This design comes from an exercise in tuning for small area on the open sky130 flow, not from production work. Only simulation tests tie the RTL to the original design; equivalence was not proved. The flow treats the clock pin as an ideal source, which a real chip does not have. Power and IR drop assume default switching activity.

**design/flow/config.mk**
```make
export PLATFORM = sky130hd
export DESIGN_NAME = imu_pose_gesture_recognizer_top
export DESIGN_NICKNAME = imu_pose_gesture_recognizer_top
export VERILOG_FILES = /design/flow/design.v
export SDC_FILE = /design/flow/constraint.sdc
export NUM_CORES = 4
export LEC_CHECK = 0
export CAP_MARGIN = 20
export CORE_MARGIN = 2
export CORE_UTILIZATION = 65
export SLEW_MARGIN = 20
```
**design/flow/constraint.sdc**
```tcl
create_clock -name core_clock -period 10.0 [get_ports {clk}]
set_input_delay 2.0000 -clock core_clock [delete_from_list [all_inputs] [get_ports {clk}]]
set_output_delay 2.0000 -clock core_clock [all_outputs]
set_load 0.01 [all_outputs]
```
**design/flow/design.v**
```verilog
package imupg_pkg;
    localparam logic [1:0] PH_WAIT_POSE    = 2'd0;
    localparam logic [1:0] PH_ARMED        = 2'd1;
    localparam logic [1:0] PH_WAIT_RELEASE = 2'd2;
    localparam logic [1:0] PH_WAIT_NEUTRAL = 2'd3;
    localparam logic [1:0] POSE_FLAT    = 2'd0;
    localparam logic [1:0] POSE_CCW90   = 2'd1;
    localparam logic [1:0] POSE_CW90    = 2'd2;
    localparam logic [1:0] POSE_CW180   = 2'd3;
    localparam logic [2:0] REG_TRIGGER_MOTION  = 3'd0;
    localparam logic [2:0] REG_RELEASE_MOTION  = 3'd1;
    localparam logic [2:0] REG_RELEASE_TIMEOUT = 3'd2;
    localparam logic [2:0] REG_POSE_HOLD       = 3'd3;
    localparam logic [2:0] REG_ARM_MOTION      = 3'd4;
    localparam logic [2:0] REG_NEUTRAL_HOLD    = 3'd5;
    localparam logic [16:0] RST_TRIGGER_MOTION  = 17'd10000;
    localparam logic [16:0] RST_RELEASE_MOTION  = 17'd4000;
    localparam logic [15:0] RST_RELEASE_TIMEOUT = 16'd700;
    localparam logic [15:0] RST_POSE_HOLD       = 16'd180;
    localparam logic [16:0] RST_ARM_MOTION      = 17'd5000;
    localparam logic [15:0] RST_NEUTRAL_HOLD    = 16'd200;
endpackage
module imupg_cfg_regs (
    input  logic        clk,
    input  logic        rst_n,
    input  logic        psel,
    input  logic        penable,
    input  logic        pwrite,
    input  logic [4:0]  paddr,
    input  logic [31:0] pwdata,
    output logic [31:0] prdata,
    output logic        pready,
    output logic [5:0]  written,
    output logic [16:0] trigger_q,
    output logic [16:0] release_q,
    output logic [15:0] timeout_q,
    output logic [15:0] pose_hold_q,
    output logic [16:0] arm_q,
    output logic [15:0] neutral_q
);
    logic       wr_en;
    logic [2:0] reg_idx;
    logic [5:0] wr_sel;
    logic [5:0] rd_sel;
    assign wr_en   = psel && penable && pwrite;
    assign reg_idx = paddr[4:2];
    assign pready  = 1'b1;
    always_comb
    begin
        rd_sel = 6'd0;
        case (reg_idx)
            imupg_pkg::REG_TRIGGER_MOTION:  rd_sel[0] = 1'b1;
            imupg_pkg::REG_RELEASE_MOTION:  rd_sel[1] = 1'b1;
            imupg_pkg::REG_RELEASE_TIMEOUT: rd_sel[2] = 1'b1;
            imupg_pkg::REG_POSE_HOLD:       rd_sel[3] = 1'b1;
            imupg_pkg::REG_ARM_MOTION:      rd_sel[4] = 1'b1;
            imupg_pkg::REG_NEUTRAL_HOLD:    rd_sel[5] = 1'b1;
            default: ;
        endcase
    end
    assign wr_sel = wr_en ? rd_sel : 6'd0;
    always_ff @(posedge clk or negedge rst_n)
    begin
        if (!rst_n)
            written <= 6'd0;
        else
            written <= written | wr_sel;
    end
    always_ff @(posedge clk)
    begin
        if (wr_sel[0]) trigger_q   <= pwdata[16:0];
        if (wr_sel[1]) release_q   <= pwdata[16:0];
        if (wr_sel[2]) timeout_q   <= pwdata[15:0];
        if (wr_sel[3]) pose_hold_q <= pwdata[15:0];
        if (wr_sel[4]) arm_q       <= pwdata[16:0];
        if (wr_sel[5]) neutral_q   <= pwdata[15:0];
    end
    always_comb
    begin
        logic [5:0] take_q, take_rst;
        take_q   = rd_sel & written;
        take_rst = rd_sel & ~written;
        prdata = 32'd0;
        prdata[16:0] = ({17{take_q[0]}} & trigger_q)
                     | ({17{take_q[1]}} & release_q)
                     | ({17{take_q[2]}} & {1'b0, timeout_q})
                     | ({17{take_q[3]}} & {1'b0, pose_hold_q})
                     | ({17{take_q[4]}} & arm_q)
                     | ({17{take_q[5]}} & {1'b0, neutral_q})
                     | ({17{take_rst[0]}} & imupg_pkg::RST_TRIGGER_MOTION)
                     | ({17{take_rst[1]}} & imupg_pkg::RST_RELEASE_MOTION)
                     | ({17{take_rst[2]}} & {1'b0, imupg_pkg::RST_RELEASE_TIMEOUT})
                     | ({17{take_rst[3]}} & {1'b0, imupg_pkg::RST_POSE_HOLD})
                     | ({17{take_rst[4]}} & imupg_pkg::RST_ARM_MOTION)
                     | ({17{take_rst[5]}} & {1'b0, imupg_pkg::RST_NEUTRAL_HOLD});
    end
endmodule
module imupg_feature (
    input  logic signed [15:0] accel_x,
    input  logic signed [15:0] accel_y,
    input  logic signed [15:0] accel_z,
    input  logic signed [15:0] gyro_x,
    input  logic signed [15:0] gyro_y,
    input  logic signed [15:0] gyro_z,
    output logic [1:0]         pose,
    output logic [16:0]        motion_n
);
    function automatic logic [15:0] mag16(input logic [15:0] v, input logic inv);
        logic [15:0] m;
        logic        seen;
        seen = 1'b0;
        for (int i = 0; i < 16; i++)
        begin
            m[i] = v[i] ^ (v[15] & seen) ^ inv;
            seen = seen | v[i];
        end
        mag16 = m;
    endfunction
    function automatic logic ge16(input logic [15:0] a, input logic [15:0] nb, input logic cin);
        logic c;
        c = cin;
        for (int i = 0; i < 16; i++)
            c = (a[i] & nb[i]) | (a[i] & c) | (nb[i] & c);
        ge16 = c;
    endfunction
    logic [15:0] mag_z, mag_x, mag_x_n, mag_y_n;
    logic        z_ge_x, z_ge_y, x_ge_y;
    assign mag_z   = mag16(accel_z, 1'b0);
    assign mag_x   = mag16(accel_x, 1'b0);
    assign mag_x_n = mag16(accel_x, 1'b1);
    assign mag_y_n = mag16(accel_y, 1'b1);
    assign z_ge_x = ge16(mag_z, mag_x_n, 1'b1);
    assign z_ge_y = ge16(mag_z, mag_y_n, 1'b1);
    assign x_ge_y = ge16(mag_x, mag_y_n, 1'b1);
    always_comb
    begin
        logic [15:0] a, b, z, s, c;
        logic        k;
        a = {1'b1, gyro_x[14:0] ^ ~{15{gyro_x[15]}}};
        b = {1'b1, gyro_y[14:0] ^ ~{15{gyro_y[15]}}};
        z = mag16(gyro_z, 1'b1);
        s = a ^ b ^ z;
        c = (a & b) | (a & z) | (b & z);
        motion_n[0] = s[0] ^ ~gyro_x[15] ^ ~gyro_y[15];
        k = (s[0] & ~gyro_x[15]) | (s[0] & ~gyro_y[15]) | (~gyro_x[15] & ~gyro_y[15]);
        for (int i = 1; i < 16; i++)
        begin
            motion_n[i] = s[i] ^ c[i-1] ^ k;
            k = (s[i] & c[i-1]) | (s[i] & k) | (c[i-1] & k);
        end
        motion_n[16] = c[15] ^ k ^ 1'b1;
    end
    always_comb
    begin
        if (z_ge_x && z_ge_y)
            pose = accel_z[15] ? imupg_pkg::POSE_CW180 : imupg_pkg::POSE_FLAT;
        else if (x_ge_y)
            pose = accel_x[15] ? imupg_pkg::POSE_CW90 : imupg_pkg::POSE_CCW90;
        else
            pose = accel_y[15] ? imupg_pkg::POSE_CW90 : imupg_pkg::POSE_CCW90;
    end
endmodule
module imupg_fsm (
    input  logic                  clk,
    input  logic                  rst_n,
    input  logic                  step,
    input  logic [1:0]            pose,
    input  logic [16:0]           motion_n,      
    input  logic [31:0]           now,
    input  logic [5:0]            written,
    input  logic [16:0]           trigger_q,
    input  logic [16:0]           release_q,
    input  logic [15:0]           timeout_q,
    input  logic [15:0]           pose_hold_q,
    input  logic [16:0]           arm_q,
    input  logic [15:0]           neutral_q,
    output logic [1:0]            gesture_code,
    output logic [1:0]            phase_after
);
    logic [1:0]  phase_reg, phase_next;
    logic [1:0]  prev_pose_reg, prev_pose_next;    
    logic [31:0] stamp_reg;
    logic        stamp_load;
    logic        flag_reg, flag_next;
    logic [15:0] since_n;
    logic [15:0] time_limit;
    logic        time_ok;
    logic [16:0] motion_limit;
    logic        motion_ge;
    logic sel_release, sel_neutral, sel_armed;
    logic neutral_hold_zero;
    assign sel_release = (phase_reg == imupg_pkg::PH_WAIT_RELEASE);
    assign sel_neutral = (phase_reg == imupg_pkg::PH_WAIT_NEUTRAL);
    assign sel_armed   = (phase_reg == imupg_pkg::PH_ARMED);
    assign time_limit = ({16{sel_release & written[2]}} & timeout_q)
                      | ({16{sel_release & ~written[2]}} & imupg_pkg::RST_RELEASE_TIMEOUT)
                      | ({16{sel_neutral & written[5]}} & neutral_q)
                      | ({16{sel_neutral & ~written[5]}} & imupg_pkg::RST_NEUTRAL_HOLD)
                      | ({16{~sel_release & ~sel_neutral & written[3]}} & pose_hold_q)
                      | ({16{~sel_release & ~sel_neutral & ~written[3]}} & imupg_pkg::RST_POSE_HOLD);
    assign neutral_hold_zero = written[5] && (neutral_q == 16'd0);
    always_comb
    begin
        logic [15:0] now_n, same, succ;
        logic        d, e, hi_zero0, hi_zero1, hi;
        now_n = ~now[15:0];
        d = 1'b0;
        for (int i = 0; i < 16; i++)
        begin
            since_n[i] = now_n[i] ^ stamp_reg[i] ^ d;
            d = (now_n[i] & stamp_reg[i]) | (now_n[i] & d) | (stamp_reg[i] & d);
        end
        same = ~(now[31:16] ^ stamp_reg[31:16]);
        succ[0] = ~same[0];
        for (int i = 1; i < 16; i++)
            succ[i] = ~(same[i] ^ (now[15+i] | same[i-1]));
        hi_zero0 = &same;
        hi_zero1 = &succ;
        hi = d ? ~hi_zero1 : ~hi_zero0;
        time_ok = hi | ((phase_reg == imupg_pkg::PH_WAIT_RELEASE) ? (~since_n > time_limit) : (~since_n >= time_limit));
    end
    assign motion_limit = ({17{sel_release & written[1]}} & release_q)
                        | ({17{sel_release & ~written[1]}} & imupg_pkg::RST_RELEASE_MOTION)
                        | ({17{sel_armed & written[0]}} & trigger_q)
                        | ({17{sel_armed & ~written[0]}} & imupg_pkg::RST_TRIGGER_MOTION)
                        | ({17{~sel_release & ~sel_armed & written[4]}} & arm_q)
                        | ({17{~sel_release & ~sel_armed & ~written[4]}} & imupg_pkg::RST_ARM_MOTION);
    always_comb
    begin
        logic e;
        e = (phase_reg == imupg_pkg::PH_ARMED);
        for (int i = 0; i < 17; i++)
            e = (motion_n[i] & motion_limit[i]) | (motion_n[i] & e) | (motion_limit[i] & e);
        motion_ge = ~e;
    end
    always_comb
    begin
        phase_next     = phase_reg;
        prev_pose_next = prev_pose_reg;
        flag_next      = 1'b0;
        stamp_load     = 1'b0;
        case (phase_reg)
            imupg_pkg::PH_WAIT_RELEASE:
            begin
                if (time_ok || !motion_ge)
                begin
                    phase_next = imupg_pkg::PH_WAIT_NEUTRAL;
                    stamp_load = 1'b1;
                    flag_next  = (now == 32'd0);
                end
            end
            imupg_pkg::PH_WAIT_NEUTRAL:
            begin
                if (pose == imupg_pkg::POSE_FLAT)
                begin
                    flag_next = flag_reg && (now == 32'd0);
                    if (flag_reg ? neutral_hold_zero : time_ok)
                    begin
                        phase_next     = imupg_pkg::PH_WAIT_POSE;
                        prev_pose_next = imupg_pkg::POSE_FLAT;
                        stamp_load     = 1'b1;
                    end
                    else if (flag_reg)
                    begin
                        stamp_load = 1'b1;
                    end
                end
                else
                begin
                    flag_next = 1'b1;
                end
            end
            imupg_pkg::PH_WAIT_POSE:
            begin
                if (pose != prev_pose_reg)
                begin
                    prev_pose_next = pose;
                    stamp_load     = 1'b1;
                end
                else if (pose == imupg_pkg::POSE_FLAT || motion_ge)
                begin
                    stamp_load = 1'b1;
                end
                else if (time_ok)
                begin
                    phase_next = imupg_pkg::PH_ARMED;
                end
            end
            default:  
            begin
                if (motion_ge)
                begin
                    flag_next  = 1'b1;
                    stamp_load = 1'b1;
                    phase_next = imupg_pkg::PH_WAIT_RELEASE;
                end
            end
        endcase
    end
    always_ff @(posedge clk or negedge rst_n)
    begin
        if (!rst_n)
        begin
            phase_reg     <= imupg_pkg::PH_WAIT_POSE;
            prev_pose_reg <= imupg_pkg::POSE_FLAT;
        end
        else if (step)
        begin
            phase_reg     <= phase_next;
            prev_pose_reg <= prev_pose_next;
        end
    end
    always_ff @(posedge clk)
    begin
        if (step)
        begin
            flag_reg <= flag_next;
        end
        if (step && stamp_load)
            stamp_reg <= now;
    end
    assign gesture_code = (phase_reg == imupg_pkg::PH_WAIT_RELEASE && flag_reg) ? prev_pose_reg : 2'd0;
    assign phase_after  = phase_reg;
endmodule
module imu_pose_gesture_recognizer_top (
    input  logic                             clk,
    input  logic                             rst_n,
    input  logic                             in_valid,
    output logic                             in_ready,
    input  logic signed [15:0]               accel_x,
    input  logic signed [15:0]               accel_y,
    input  logic signed [15:0]               accel_z,
    input  logic signed [15:0]               gyro_x,
    input  logic signed [15:0]               gyro_y,
    input  logic signed [15:0]               gyro_z,
    input  logic [31:0]                      now_ms,
    output logic                             out_valid,
    input  logic                             out_ready,
    output logic [1:0]                       gesture_code,
    output logic [1:0]                       phase_after,
    input  logic                             psel,
    input  logic                             penable,
    input  logic                             pwrite,
    input  logic [4:0]                       paddr,
    input  logic [31:0]                      pwdata,
    output logic [31:0]                      prdata,
    output logic                             pready
);
    logic [1:0]  smp_pose;
    logic [16:0] smp_motion_n;
    logic [31:0] smp_now_ms;
    logic    in_valid_reg, in_valid_next;
    logic    out_valid_reg, out_valid_next;
    logic    advance;
    logic    in_take;
    logic [5:0]  cfg_written;
    logic [16:0] trigger_q;
    logic [16:0] release_q;
    logic [15:0] timeout_q;
    logic [15:0] pose_hold_q;
    logic [16:0] arm_q;
    logic [15:0] neutral_q;
    logic [1:0]  pose;
    logic [16:0] motion_n;
    assign advance  = in_valid_reg && (!out_valid_reg || out_ready);
    assign in_ready = !in_valid_reg || advance;
    assign in_take  = in_valid && in_ready;
    always_comb
    begin
        in_valid_next  = in_take ? 1'b1 : (advance ? 1'b0 : in_valid_reg);
        out_valid_next = advance ? 1'b1 : (out_ready ? 1'b0 : out_valid_reg);
    end
    always_ff @(posedge clk or negedge rst_n)
    begin
        if (!rst_n)
        begin
            in_valid_reg  <= 1'b0;
            out_valid_reg <= 1'b0;
        end
        else
        begin
            in_valid_reg  <= in_valid_next;
            out_valid_reg <= out_valid_next;
        end
    end
    imupg_feature u_feat (
        .accel_x (accel_x),
        .accel_y (accel_y),
        .accel_z (accel_z),
        .gyro_x  (gyro_x),
        .gyro_y  (gyro_y),
        .gyro_z  (gyro_z),
        .pose    (pose),
        .motion_n (motion_n)
    );
    always_ff @(posedge clk)
    begin
        if (in_take)
        begin
            smp_pose   <= pose;
            smp_motion_n <= motion_n;
            smp_now_ms <= now_ms;
        end
    end
    assign out_valid = out_valid_reg;
    imupg_cfg_regs u_cfg (
        .clk     (clk),
        .rst_n   (rst_n),
        .psel    (psel),
        .penable (penable),
        .pwrite  (pwrite),
        .paddr   (paddr),
        .pwdata  (pwdata),
        .prdata  (prdata),
        .pready  (pready),
        .written     (cfg_written),
        .trigger_q   (trigger_q),
        .release_q   (release_q),
        .timeout_q   (timeout_q),
        .pose_hold_q (pose_hold_q),
        .arm_q       (arm_q),
        .neutral_q   (neutral_q)
    );
    imupg_fsm u_fsm (
        .clk          (clk),
        .rst_n        (rst_n),
        .step         (advance),
        .pose         (smp_pose),
        .motion_n     (smp_motion_n),
        .now          (smp_now_ms),
        .written     (cfg_written),
        .trigger_q   (trigger_q),
        .release_q   (release_q),
        .timeout_q   (timeout_q),
        .pose_hold_q (pose_hold_q),
        .arm_q       (arm_q),
        .neutral_q   (neutral_q),
        .gesture_code (gesture_code),
        .phase_after  (phase_after)
    );
endmodule
```
**design/flow/flow/run.sh**
```bash
#!/bin/bash
# Layout: the standard flow (standard.sh), with changes that only shrink
# overhead cells: the port buffers are the smallest buffer, and the clock
# tree is a balanced two-level tree of a few large clock buffers built by
# flow/clock_tree.tcl before CTS (CTS skips its nets and adds no buffers),
# and the constant outputs share one tie cell per value instead of one each.
# Synthesis, floorplan, power grid, tap cells, placement and routing are the
# standard ones. Each ORFS step logs to orfs/logs/; make's own output goes
# to make_finish.log.
set -euo pipefail
cd "$(dirname "$0")/.."
export FLOW_CLK_LEAVES=7
bash standard.sh \
    "BUFFER_PORTS_ARGS=-buffer_cell sky130_fd_sc_hd__buf_1" \
    "PRE_CTS_TCL=$PWD/flow/clock_tree.tcl" \
    "CTS_ARGS=-sink_clustering_enable -repair_clock_nets -dont_use_dummy_load" \
    "SKIP_REPAIR_TIE_FANOUT=1" \
    finish > make_finish.log 2>&1
```
**design/flow/flow/clock_tree.tcl**
```tcl
# Sourced by ORFS's CTS step (PRE_CTS_TCL) before clock_tree_synthesis.
# A two-level clock tree made by hand: the clock port drives one root
# buffer, which drives FLOW_CLK_LEAVES leaf buffers; each leaf drives the
# clock pins of one group of registers. The groups are equal-sized: the
# registers are cut into vertical strips by x, each strip into groups by y,
# and each leaf buffer starts at its group's centre (detailed placement
# then legalises it). Every register sits two buffers from the clock port.
# CTS is then told to skip these nets, so it adds nothing of its own.
proc my_clock_tree {K leaf_master root_master} {
  set block [ord::get_db_block]
  set db [ord::get_db]
  set clk_net [$block findNet clk]
  set pts {}
  foreach it [$clk_net getITerms] {
    set loc [[$it getInst] getLocation]
    lappend pts [list [lindex $loc 0] [lindex $loc 1] $it]
  }
  set pts [lsort -integer -index 0 $pts]
  set n [llength $pts]
  set kx [expr {int(sqrt($K))}]
  while {$K % $kx != 0} { incr kx -1 }
  set ky [expr {$K / $kx}]
  set groups {}
  set per_x [expr {int(ceil(double($n) / $kx))}]
  for {set i 0} {$i < $kx} {incr i} {
    set col [lrange $pts [expr {$i*$per_x}] [expr {($i+1)*$per_x - 1}]]
    set col [lsort -integer -index 1 $col]
    set m [llength $col]
    set per_y [expr {int(ceil(double($m) / $ky))}]
    for {set j 0} {$j < $ky} {incr j} {
      set g [lrange $col [expr {$j*$per_y}] [expr {($j+1)*$per_y - 1}]]
      if {[llength $g] > 0} { lappend groups $g }
    }
  }
  set leaf [$db findMaster $leaf_master]
  set rootm [$db findMaster $root_master]
  set root [odb::dbInst_create $block $rootm clkroot_buf]
  set root_out [odb::dbNet_create $block clkroot_net]
  $root_out setSigType CLOCK
  set skip [list clkroot_net]
  set gi 0
  set sx 0
  set sy 0
  foreach g $groups {
    set b [odb::dbInst_create $block $leaf clkleaf_buf_$gi]
    set net [odb::dbNet_create $block clkleaf_net_$gi]
    $net setSigType CLOCK
    lappend skip clkleaf_net_$gi
    set cx 0
    set cy 0
    foreach p $g {
      set it [lindex $p 2]
      $it disconnect
      $it connect $net
      incr cx [lindex $p 0]
      incr cy [lindex $p 1]
    }
    set cx [expr {$cx / [llength $g]}]
    set cy [expr {$cy / [llength $g]}]
    incr sx $cx
    incr sy $cy
    $b setLocation $cx $cy
    $b setPlacementStatus PLACED
    [$b findITerm A] connect $root_out
    [$b findITerm X] connect $net
    puts "clock leaf $gi: [llength $g] registers"
    incr gi
  }
  $root setLocation [expr {$sx / $gi}] [expr {$sy / $gi}]
  $root setPlacementStatus PLACED
  [$root findITerm A] connect $clk_net
  [$root findITerm X] connect $root_out
  set_cts_config -skip_nets $skip
}

my_clock_tree $::env(FLOW_CLK_LEAVES) sky130_fd_sc_hd__clkbuf_16 sky130_fd_sc_hd__clkbuf_4
```
**design/flow/standard.sh**
```bash
#!/bin/bash
# synth_recipe.tcl (not shown) runs the flow's synth.tcl, then flattens the netlist and writes it again
# the make line also repeats each setting of config.mk as NAME=value (left out here)
make -C /OpenROAD-flow-scripts/flow DESIGN_CONFIG=/design/flow/config.mk WORK_HOME=/design/flow/orfs CLKGATE_MAP_FILE= SYNTH_SCRIPT=/design/flow/synth_recipe.tcl "${@:-finish}"
```
==> reports/metrics.csv, run 1 <==
metric;value;unit
period_needed;8.96;ns
power;2.57;mW
slew_violations;0;
status;complete, no violations;
post-dp-hpwl;22700;um
crit_required;10.29;ns
portBuffers;177;
dr.first_iter.drc_count;1253;
routedWlPerCell;20.7;um
ys_ff_latch;195;
end_kind;register;
postCtsSetupRepairBufs;0;
hold_ws;0.495;ns
synth_ff_type;edfxtp_1;
worstSetupStartpointType;primary input;
synth_edf_count;183;
grtUsageTotal;30.2;%
syn_nets;1337;
rows;50;
crit_fanout;15;
worst_pin_slew;1.11;ns
synth.distinct_cells;72;
rsz0062_at_grt;no;
die_area;20000;um2
nNetsFinal;1488;
drc;0;
clk_pin_slew;0.11;ns
drv_cap;0;
num_io_pins;211;
antenna_found_initial;1;
dpl.cell_count;1456;
cts_hold_buf;0;
ys_seq_area_share;47.2;%
grt_pass1_vias;9019;
insertion_delay;0.53;ns
max_freq;112;MHz
final_common_cell;edfxtp_1;
p_per_area;193;nW/um2
syn_avg_cell_area;11.4;um2
layout.cells.non_filler;1466;
path_common_cell;fa_1;
min_path_type;reg -> reg;
vias;9313;
dr.pass1.iters;8;
viasPerCell;6.35;
finalHoldViolCount;0;
critPathSlowestCell;fa_1;
overflow;0;
drive_above_1_share;5.12;%
synthCells;1082;
grt_pass1_wl;47700;um
synth_area;12300;um2
finalSetupTns;0;ns
grt_max_degree;52;
nFillCells;1413;
ir_worst_vdd;101;uV
crit_chain;buf_1 -> nand2_1 -> xor2_1 -> fa_1 -> fa_1 -> fa_1 -> fa_1 -> fa_1 -> fa_1 -> fa_1 -> fa_1 -> fa_1 -> fa_1 -> fa_1 -> fa_1 -> fa_1 -> fa_1 -> fa_1 -> fa_1;
finalWirelength;30400;um
die_y;141;um
async_reset_ff_share;6.15;%
cts_resized;0;
die_w;141;um
clock-skew-final;0.0152;ns
setup_viol;0;
path_buf_inv;1;
place.gp.congestion;0.895;
final_cell_mix;183 x edfxtp_1, 177 x buf_1, 79 x nand2_1;
crit_type;in -> reg;
start_util;65.9;%
path_delay_family;adder cells;
yosysWarnings;4;
area_growth;8.38;%
max_stage_delay;0.47;ns
final_antenna_net_count;0;
crit_arrival;9.25;ns
core;18600;um2
relSlewSlack;26.1;%
post-route-period-util;89.6;%
p_leak;4.71;nW
synthesized netlist by cell type, types with 7 or more instances:
cell type    n  area (um2)
a22oi_1     25         188
o41ai_1      8        70.1
nand2_1     79         297
a222oi_1    31         310
o21a_1       8        60.1
and2_1       8        50.1
a221oi_1     8        70.1
nand3b_1     8        60.1
nor3_1      23         115
o31ai_1     16         120
maj3_1      11         110
buf_4       20         150
xor2_1      44         385
dfrtp_1     12         300
o21ai_0     47         235
nor2_1      52         195
fa_1        46         921
nand2b_1    23         144
xnor2_1     60         526
or2_2        9        56.3
o211ai_1    10        75.1
ha_1        37         463
nand4_1     17         106
nor4_1      18         113
nand3_1     29         145
o22ai_1      9        56.3
inv_1       74         278
clkbuf_1    29         109
edfxtp_1   183        5500
or4_1        7        52.6
nor2b_1     14        87.6
a21oi_1     26         130
per-layer routing:
layer / up-vias / GRT usage [%] / part of all wire, %
met3: 52 / 3.34 / 9.8
met2: 502 / 49.0 / 45
li1: 4340 / - / -
met1: 4419 / 44.9 / 43
met5: - / 0 / 0
met4: 0 / 6.11 / 2.5
report_power, final:
part	internal (mW)	switching (mW)
logic	0.453	0.676
registers	1.02	0.0596
clock network	0.130	0.227
total	1.60	0.963
kinds of logic (layout without fill, tap and decap cells):
group	count (synthesis)	in the layout	share of synthesized area, %
AO/OA/AOI/OAI	237	237	14.4
buffers and inverters	130	279	4.84
flip-flops	195	195	47.2
other	2	3	0.0611
XOR/XNOR	105	105	7.55
AND/OR/NAND/NOR	312	312	13.2
adder cells (fa/ha/maj)	96	96	12.3
multiplexers	5	5	0.428
final timing paths:
path | from | end | slack [ns] | cells after the start
worst max-delay path | gyro_z[15] | smp_motion_n[15] | 1.04 | 19
worst min-delay path | smp_now_ms[25] | u_fsm.stamp_reg[25] | 0.50 | 0
worst max register to register | smp_now_ms[0] | u_fsm.stamp_reg[4] | 1.44 | 34
worst min register to register | smp_now_ms[25] | u_fsm.stamp_reg[25] | 0.50 | 0
max in group asynchronous | rst_n | u_cfg.written[0] | 8.00 | 1
min in group asynchronous | rst_n | u_fsm.prev_pose_reg[0] | 1.51 | 1
through the flow:
step	worst slack, ns	instance area (um2)	utilization [%]
final	1.04	13300	71.4
after global routing	0.686	13300	71.4
after floorplan	0.191	12300	-
after CTS	0.477	13300	71.3
after detailed placement	0.470	13100	70.4
after global placement	0.615	13100	70.3
area by class of cell:
class                   instances  area, um2  area share [%]
well taps                     234        293            2.20
plain buffers                   8        183            1.37
multi-input cells             757       5940            44.6
repair buffers                197        822            6.17
diodes                          1       2.50          0.0188
flip-flops and latches        195       5800            43.5
inverters                      74        278            2.09
==> run 2: changes to the inputs <==
==> design/flow/flow/run.sh (replaced) <==
#!/bin/bash
# Layout: the standard flow (standard.sh), with changes that only shrink
# overhead cells:
#  - the port buffers are the smallest buffer;
#  - the clock tree is a balanced two-level tree of a few large clock
#    buffers built by flow/clock_tree.tcl before CTS (CTS skips its nets and
#    adds no buffers);
#  - the constant outputs share one tie cell per value instead of one each;
#  - after synthesis, the resizer may not use the large buffers buf_4 and up
#    (the platform's own don't-use list is kept), so repairs use buf_1/buf_2.
# Synthesis runs first on its own, unchanged, with the standard settings.
# Floorplan, power grid, tap cells, placement and routing are the standard
# ones. Each ORFS step logs to orfs/logs/; make's own output goes to
# make_synth.log and make_finish.log.
set -euo pipefail
cd "$(dirname "$0")/.."
export FLOW_CLK_LEAVES=7
bash standard.sh synth > make_synth.log 2>&1
PLATFORM_DONT_USE="sky130_fd_sc_hd__probe_p_8 sky130_fd_sc_hd__probec_p_8 \
sky130_fd_sc_hd__lpflow_bleeder_1 sky130_fd_sc_hd__lpflow_clkbufkapwr_1 \
sky130_fd_sc_hd__lpflow_clkbufkapwr_16 sky130_fd_sc_hd__lpflow_clkbufkapwr_2 \
sky130_fd_sc_hd__lpflow_clkbufkapwr_4 sky130_fd_sc_hd__lpflow_clkbufkapwr_8 \
sky130_fd_sc_hd__lpflow_clkinvkapwr_1 sky130_fd_sc_hd__lpflow_clkinvkapwr_16 \
sky130_fd_sc_hd__lpflow_clkinvkapwr_2 sky130_fd_sc_hd__lpflow_clkinvkapwr_4 \
sky130_fd_sc_hd__lpflow_clkinvkapwr_8 sky130_fd_sc_hd__lpflow_decapkapwr_12 \
sky130_fd_sc_hd__lpflow_decapkapwr_3 sky130_fd_sc_hd__lpflow_decapkapwr_4 \
sky130_fd_sc_hd__lpflow_decapkapwr_6 sky130_fd_sc_hd__lpflow_decapkapwr_8 \
sky130_fd_sc_hd__lpflow_inputiso0n_1 sky130_fd_sc_hd__lpflow_inputiso0p_1 \
sky130_fd_sc_hd__lpflow_inputiso1n_1 sky130_fd_sc_hd__lpflow_inputiso1p_1 \
sky130_fd_sc_hd__lpflow_inputisolatch_1 sky130_fd_sc_hd__lpflow_isobufsrc_1 \
sky130_fd_sc_hd__lpflow_isobufsrc_16 sky130_fd_sc_hd__lpflow_isobufsrc_2 \
sky130_fd_sc_hd__lpflow_isobufsrc_4 sky130_fd_sc_hd__lpflow_isobufsrc_8 \
sky130_fd_sc_hd__lpflow_isobufsrckapwr_16 sky130_fd_sc_hd__lpflow_lsbuf_lh_hl_isowell_tap_1 \
sky130_fd_sc_hd__lpflow_lsbuf_lh_hl_isowell_tap_2 sky130_fd_sc_hd__lpflow_lsbuf_lh_hl_isowell_tap_4 \
sky130_fd_sc_hd__lpflow_lsbuf_lh_isowell_4 sky130_fd_sc_hd__lpflow_lsbuf_lh_isowell_tap_1 \
sky130_fd_sc_hd__lpflow_lsbuf_lh_isowell_tap_2 sky130_fd_sc_hd__lpflow_lsbuf_lh_isowell_tap_4"
BIG_BUFFERS="sky130_fd_sc_hd__buf_4 sky130_fd_sc_hd__buf_6 sky130_fd_sc_hd__buf_8 \
sky130_fd_sc_hd__buf_12 sky130_fd_sc_hd__buf_16"
bash standard.sh \
    "BUFFER_PORTS_ARGS=-buffer_cell sky130_fd_sc_hd__buf_1" \
    "PRE_CTS_TCL=$PWD/flow/clock_tree.tcl" \
    "CTS_ARGS=-sink_clustering_enable -repair_clock_nets -dont_use_dummy_load" \
    "SKIP_REPAIR_TIE_FANOUT=1" \
    "DONT_USE_CELLS=$PLATFORM_DONT_USE $BIG_BUFFERS" \
    finish > make_finish.log 2>&1
==> run 2 against run 1 <==
  * Still clean
  * Clock power barely moved
  * Critical path depth grew 17
  * Utilization is 0.081 points higher
  * Area after synthesis unchanged
  * Routed wire length is 0.23% higher
  * Hold slack improved by 0.0028 ns
  * Cell area grew 0.11%
  * Critical endpoint is now u_fsm.stamp_reg[16]
  * Largest power group unchanged
  * Highest routed layer unchanged
==> reports/metrics.csv, run 2 <==
metric;value;unit;change
syn_avg_cell_area;11.4;um2;unchanged
vias;9302;;-0.12%
status;complete, no violations;;
dr.first_iter.drc_count;1132;;-9.7%
hold_ws;0.498;ns;+0.00280 ns
nFillCells;1429;;+1.1%
postCtsSetupRepairBufs;0;;unchanged
antenna_found_initial;1;;unchanged
p_sw;0.970;mW;+0.71%
ys_seq_area_share;47.2;%;unchanged
synth_ff_type;edfxtp_1;;
seq_area;5800;um2;unchanged
power_frac_comb;44.1;%;about the same
die_y;141;um;unchanged
synth.largest_area_cell;edfxtp_1;;
synth_edf_count;183;;unchanged
clock-skew-final;0.0137;ns;-0.00149 ns
routedWlPerCell;20.7;um;+0.17%
crit_arrival;9.05;ns;-0.20 ns
die_area;20000;um2;unchanged
num_io_pins;211;;unchanged
post-route-period-util;89.5;%;-0.14 points
nNetsFinal;1489;;+0.067%
overflow;0;;unchanged
max_stage_delay;0.59;ns;+0.12 ns
swShare;37.7;%;+0.19 points
area_growth;8.50;%;
final_common_cell;edfxtp_1;;
min_path_type;reg -> reg;;
dr.pass1.iters;7;;-1
clk_pin_slew;0.10;ns;about the same
end_kind;register;;
finalHoldViolCount;0;;unchanged
multi_input_comb_area;5930;um2;-0.15%
finalSetupTns;0;ns;unchanged
start_util;65.9;%;unchanged
synth_top_area_share;44.7;%;unchanged
final_antenna_net_count;0;;unchanged
crit_fanout;32;;+17
critPathSlowestCell;clkdlybuf4s18_2;;
worst_pin_slew;1.16;ns;+0.0542 ns
placed_cell_area;13100;um2;+0.23%
path_common_cell;fa_1;;
grt_pass1_wl;46900;um;-1.7%
syn_nets;1337;;unchanged
synth_most_common_cell;edfxtp_1;;
slew_violations;0;;unchanged
p_per_area;193;nW/um2;about the same
crit_type;reg -> reg;;
final_area;13300;um2;+0.11%
cts_resized;0;;unchanged
path_delay_family;adder cells;;
crit_required;10.11;ns;-0.18 ns
portBuffers;177;;unchanged
relSlewSlack;22.5;%;-3.6 points
ys_ff_latch;195;;unchanged
place.gp.congestion;0.893;;-0.22%
core;18600;um2;unchanged
grt_max_degree;35;;-33%
viasPerCell;6.34;;-0.19%
max_freq;112;MHz;+0.15%
synthCells;1082;;unchanged
p_leak;4.75;nW;+0.86%
synth_area;12300;um2;unchanged
insertion_delay;0.53;ns;about the same
drc;0;;unchanged
setup_viol;0;;unchanged
ir_worst_vdd;102;uV;+1.5%
power_frac_clock;13.8;%;about the same
period_needed;8.95;ns;-0.0136 ns
die_w;141;um;unchanged
drv_cap;0;;unchanged
seqPwrFrac;42.0;%;about the same
synth.distinct_cells;72;;unchanged
rsz0062_at_grt;no;;
post-dp-hpwl;23100;um;+1.9%
path_buf_inv;11;;+10
grt_pass1_vias;8897;;-1.4%
netlist_top_cells_count;183 x edfxtp_1, 79 x nand2_1, 74 x inv_1, 60 x xnor2_1, 52 x nor2_1;;
final_cell_mix;183 x edfxtp_1, 177 x buf_1, 79 x nand2_1;;
worstSetupStartpointType;register;;
finalWirelength;30400;um;+0.23%
async_reset_ff_share;6.15;%;unchanged
cts_hold_buf;0;;unchanged
yosysWarnings;4;;unchanged
ys_top_cells_by_area;edfxtp_1 45%, fa_1 7.5%, xnor2_1 4.3%, ha_1 3.8%, xor2_1 3.1%;;
rows;50;;unchanged
drive_above_1_share;3.65;%;-1.5 points
grtUsageTotal;29.9;%;-0.30 points
internal_power;1.60;mW;-0.13%
==> run 2: cell counts after synthesis <==
No cell type changed its count.
==> run 2: layout make-up <==
type	count	share of cell area (%)
Antenna cell	1	0.0188
Sequential cell	195	43.5
Buffer	8	1.37
Tap cell	234	2.20
Inverter	74	2.08
Timing Repair Buffer	198	6.34
Multi-Input combinational cell	757	44.5
==> run 2: path summary, 6_finish.rpt <==
check,endpoint,startpoint,slack (ns),cells after the start
worst max-delay path,u_fsm.stamp_reg[16],smp_now_ms[0],1.05,36
worst min-delay path,u_fsm.stamp_reg[19],smp_now_ms[19],0.50,0
worst max register to register,u_fsm.stamp_reg[16],smp_now_ms[0],1.05,36
worst min register to register,u_fsm.stamp_reg[19],smp_now_ms[19],0.50,0
max in group asynchronous,u_cfg.written[0],rst_n,7.99,1
min in group asynchronous,u_fsm.prev_pose_reg[0],rst_n,1.51,1
==> run 2: power by group through the flow <==
stage	Clock [mW]	Sequential (mW)	Combinational, mW
after floorplan	0	1.08	0.788
after global placement	0	1.09	1.08
after detailed placement	0	1.10	1.12
after CTS	0.265	1.10	1.13
after global routing	0.384	1.09	1.27
final	0.356	1.08	1.13
==> run 2: cell families after synthesis <==
family	share of synthesized area, %
compound gates	14.4
xor+xnor	7.55
fa+ha+maj	12.3
buf+inv	4.84
flops	47.2
mux	0.428
other cells	0.0611
simple gates	13.2
==> run 2: per-stage QoR <==
stage,util (%),setup WS [ns],total power [mW],cells
6_report,71.5,1.05,2.57,1467
5_1_grt,71.5,0.286,2.74,1467
4_1_cts,71.5,0.508,2.49,1466
3_5_place_dp,70.5,0.499,2.22,1458
3_3_place_gp,70.5,0.610,2.17,1457
2_1_floorplan,-,0.191,1.87,1082
==> run 2: worst reg2reg max path, delay by kind of cell, from the launching register on <==
kind	cells	cell delay, ns
AND/OR/NAND/NOR	6	1.06
flip-flops	1	0.43
AO/OA/AOI/OAI	2	0.55
buffers and inverters	11	1.27
adder cells (fa/ha/maj)	17	5.21
==> run 2: per-layer routing <==
layer	wire (um)	vias to the layer above	GRT usage (%)
met5	0	-	0
met4	772	0	8.05
met3	3150	47	4.25
met2	14100	485	48.5
met1	12500	4433	42.9
li1	-	4337	-

re-timing with driven ports:
The results above use ideal ports. As a check the final layouts listed here were re-extracted and re-timed, cells and wires unchanged.
Step 1 sets driving cells, clkbuf_16 on the clock port and buf_2 on the other inputs (assumed; they add their load-dependent delay and slew).
Step 2 times the ports against the registers' clock, not the clock port: input delays grow and output delays shrink by t, the midpoint of the rising clock arrivals with the driver on.
Slacks: ideal ports / drivers / drivers and shift; pairs: ideal ports / drivers.
| run | t, ns | setup WS [ns] | clock arrival spread, ns | worst slew at a driven data input, ns |
|---|---|---|---|---|
| run 1 | 0.560 | 1.040 / 1.051 / 0.491 | 0.015 / 0.016 | 0.07 |
| run 2 | 0.560 | 1.054 / 1.054 / 0.554 | 0.014 / 0.014 | 0.07 |
After both steps every run listed still meets setup and hold. For run 1, which loses most, drivers alone change the setup slack by +0.011 ns; drivers and shift together by -0.549 ns.
